Context: an optimization exercise on an open-source flow, tuned for small area. The choices shown serve that exercise and are no tape-out recipe. Only simulation tests tie the RTL to the original design; equivalence was not proved. No activity file was given, so power comes from the tool's default toggle rates.

Setup of P:
// color_tracker
module color_tracker #(
  parameter int SUM_BITS = 32  
) (
  input  logic        clk_pixel,
  input  logic        sys_rst,
  input  logic [15:0] pixel,
  input  logic [24:0] timing,
  input  logic [2:0]  channel_sel,
  input  logic [7:0]  lower_bound,
  input  logic [7:0]  upper_bound,
  input  logic [1:0]  bg_sel,
  input  logic [1:0]  target_sel,
  output logic [23:0] pixel_out,
  output logic [24:0] timing_out,
  output logic [10:0] x_com,
  output logic [9:0]  y_com,
  output logic        com_valid
);
  logic [15:0] pix_q1, pix_q2, pix_q3, pix_q4;
  logic [24:0] tim_q1, tim_q2, tim_q3, tim_q4, tim_q5;
  logic [3:0]  rst_hist;  
  logic [7:0]  luma, chroma, channel;
  logic        in_range;
  logic [15:0] bg_q;
  logic        mask_q;
  logic        sel_cb_q;  
  color_convert color_convert_i (
    .pixel  (pix_q4),
    .sel_cb (sel_cb_q),
    .luma   (luma),
    .chroma (chroma)
  );
  channel_threshold channel_threshold_i (
    .pixel       (pix_q4),
    .luma        (luma),
    .chroma      (chroma),
    .channel_sel (channel_sel),
    .lower_bound (lower_bound),
    .upper_bound (upper_bound),
    .channel     (channel),
    .in_range    (in_range)
  );
  always_ff @(posedge clk_pixel) begin
    pix_q1   <= pixel;
    pix_q2   <= pix_q1;
    pix_q3   <= pix_q2;
    pix_q4   <= pix_q3;
    tim_q1   <= timing;
    tim_q2   <= tim_q1;
    tim_q3   <= tim_q2;
    tim_q4   <= tim_q3;
    rst_hist <= {rst_hist[2:0], sys_rst};
    if (sys_rst || (rst_hist != '0)) tim_q5 <= '0;
    else tim_q5 <= tim_q4;
    mask_q   <= in_range;
    sel_cb_q <= channel_sel[1];  
    bg_q[15:8] <= pix_q4[15:8];
    if (bg_sel == 2'b00) bg_q[7:0] <= pix_q4[7:0];
    else if (bg_sel[1]) bg_q[7:0] <= luma;
    else bg_q[7:0] <= channel;
  end
  assign timing_out = tim_q5;
  com_accumulator com_accumulator_i (
  ...
Size: roughly 1,300 cells after synthesis, ~330 flip-flops, ~140 I/O pins.
Settings: LEC_CHECK=0, CAP_MARGIN=20, CORE_MARGIN=2, CORE_UTILIZATION=40, CTS_CLUSTER_DIAMETER=50, CTS_CLUSTER_SIZE=35, PLACE_DENSITY=0.6, SLEW_MARGIN=20, SYNTH_HIERARCHICAL=1; clock period 6.7 ns.
standard.sh (not shown) runs the stock make flow with config.mk's settings and CLKGATE_MAP_FILE= SYNTH_SCRIPT=/design/flow/synth_recipe.tcl, a recipe that flattens the netlist after the stock synthesis.
==> flow/flow/run.sh <==
#!/bin/bash
# The standard layout (standard synthesis and ORFS flow), with one change:
# the port buffers use the smallest buffer cell instead of the default pick.
set -uo pipefail
export BUFFER_PORTS_ARGS="-buffer_cell sky130_fd_sc_hd__buf_1"
bash standard.sh finish > standard_flow.log 2>&1
status=$?
cp -r orfs/logs/sky130hd/color_tracker/base flow_logs 2>/dev/null || true
exit $status
Having completed the whole flow, P delivered a layout that passed the timing, design-rule and antenna checks.
#### Input delta (Q over P)
Settings: CTS_CLUSTER_SIZE removed (was 35); CTS_CLUSTER_DIAMETER removed (was 50).
==> flow/run.sh (new file) <==
#!/bin/bash
# synth_recipe.tcl (not shown) runs the flow's synth.tcl, then flattens the netlist and writes it again
# the make line also repeats each setting of config.mk as NAME=value (left out here)
make -C /OpenROAD-flow-scripts/flow DESIGN_CONFIG=/design/flow/config.mk WORK_HOME=/design/flow/orfs CLKGATE_MAP_FILE= SYNTH_SCRIPT=/design/flow/synth_recipe.tcl finish
removed: flow/flow/run.sh
removed: flow/standard.sh
[summary]
- Q against P: sum of met2 wire segment lengths after detailed routing rose by about 0.4%, worst hold slack fell by 0.0096 ns, part of the total power dissipated in the clock network fell by 2.8 points, via density per instance stayed essentially flat, clock skew stayed essentially flat.
- Core utilization: Q higher than P
- After detailed routing, P needs less wire than Q.
- In Q relative to P, via count had gone up slightly.
What R does differently from Q at the input level:
==> flow/flow/run.sh (new file) <==
#!/bin/bash
# The standard layout (standard synthesis and ORFS flow), with one change:
# the port buffers use the smallest buffer cell instead of the default pick.
set -uo pipefail
export BUFFER_PORTS_ARGS="-buffer_cell sky130_fd_sc_hd__buf_1"
bash standard.sh finish > standard_flow.log 2>&1
status=$?
cp -r orfs/logs/sky130hd/color_tracker/base flow_logs 2>/dev/null || true
exit $status
==> flow/standard.sh (new file) <==
#!/bin/bash
# synth_recipe.tcl (not shown) runs the flow's synth.tcl, then flattens the netlist and writes it again
# the make line also repeats each setting of config.mk as NAME=value (left out here)
make -C /OpenROAD-flow-scripts/flow DESIGN_CONFIG=/design/flow/config.mk WORK_HOME=/design/flow/orfs CLKGATE_MAP_FILE= SYNTH_SCRIPT=/design/flow/synth_recipe.tcl "${@:-finish}"
removed: flow/run.sh
R vs Q, clock latency at the later pin of the worst-skew pair went up by 0.02 ns. Instance count of the mapped netlist: R vs Q identical. Number of placed cells counting well taps: R vs Q, no meaningful difference. Against Q as the reference, R delivers a higher final worst hold slack. As of R, reported combinational group power had fallen by a few percent compared to Q. Per the comparison of R with Q, first-iteration DRC count lost 5.0%, sum of routed wire length over all layers lost 0.95%, area growth from synthesis to final layout lost 5.0 points. In the final reports, the cell area of R is smaller than that of Q. Any difference in share of the cycle needed by the critical path after routing between R and Q is small enough to ignore. Count of nets after finishing delta (R -> Q): insignificant.
For S, these inputs were changed with respect to R:
Settings: CTS_CLUSTER_SIZE now 30, previously not set; CTS_CLUSTER_DIAMETER now 100, previously not set.
==> comparison <==
Comparing S against R, there is no change at all in synthesized-area fraction occupied by adder cells.
[S vs R] routed length on met1: lower in S
Utilization after layout: S lower than R
S ends up with lower switching power than R does.
Compared S vs R, and power dissipated in the clock network is down in S.
S: all stages complete, timing, DRC and antenna checks passed

========
== before ==
Another version of the RTL of color_tracker (not shown whole).
Size in the first run: about 1300 cells after synthesis, roughly 140 I/O pins, ~15000 sq um of cells after synthesis.
export LEC_CHECK = 0
export CAP_MARGIN = 20
export CORE_MARGIN = 2
export CORE_UTILIZATION = 40
export CTS_CLUSTER_DIAMETER = 100
export CTS_CLUSTER_SIZE = 30
export PLACE_DENSITY = 0.6
export SLEW_MARGIN = 20
export SYNTH_HIERARCHICAL = 1
create_clock -name core_clock -period 6.7 [get_ports {clk_pixel}]
==> flow/flow/run.sh <==
#!/bin/bash
# The standard layout (standard synthesis and ORFS flow), with one change:
# the port buffers use the smallest buffer cell instead of the default pick.
set -uo pipefail
export BUFFER_PORTS_ARGS="-buffer_cell sky130_fd_sc_hd__buf_1"
bash standard.sh finish > standard_flow.log 2>&1
status=$?
cp -r orfs/logs/sky130hd/color_tracker/base flow_logs 2>/dev/null || true
exit $status
Inputs modified between before and after:
- changing CORE_UTILIZATION from 40 to 60
- changing PLACE_DENSITY from 0.6 to 0.75
--- outcome ---
The final layout from after, which completed every stage, passed the timing, design-rule and antenna checks at the end of the flow. Diff after..before | netlist area before placement | negligible. Compared with before, final area in after decreased slightly. Diff before -> after | total routing usage reported by global routing | increase of 6.8 points. On standard cell area after detailed placement: after sits below before.

static timing again, ports no longer ideal:
In the flow no input, the clock included, has a driving cell. The finished layouts below were timed again as built, in two steps.
Step 1: set_driving_cell puts a clkbuf_16 on clk_pixel and a buf_2 on each other input, an assumption about the parent block.
Step 2, shift: input delay + t, output delay - t, t = (earliest + latest rising clock arrival at the registers) / 2. This alone moves slack from input paths to output paths.
Three values: ideal, step 1, step 2; two values: the first two.
| run | shift t [ns] | setup slack, ns | slew at the worst register clock pin (ns) |
|---|---|---|---|
| P | 0.634 | 0.300 / 0.300 / 0.300 | 0.09 / 0.09 |
| Q | 0.562 | 0.330 / 0.330 / 0.330 | 0.06 / 0.06 |
| R | 0.585 | 0.333 / 0.333 / 0.333 | 0.06 / 0.06 |
| S | 0.559 | 0.316 / 0.315 / 0.315 | 0.11 / 0.11 |
| before | 0.556 | 0.374 / 0.374 / 0.374 | 0.12 / 0.12 |
| after | 0.540 | 0.298 / 0.298 / 0.298 | 0.12 / 0.12 |
After both steps setup and hold are still met in every run listed. For S, which loses most, drivers alone change the setup slack by -0.001 ns; drivers and shift together by -0.001 ns.
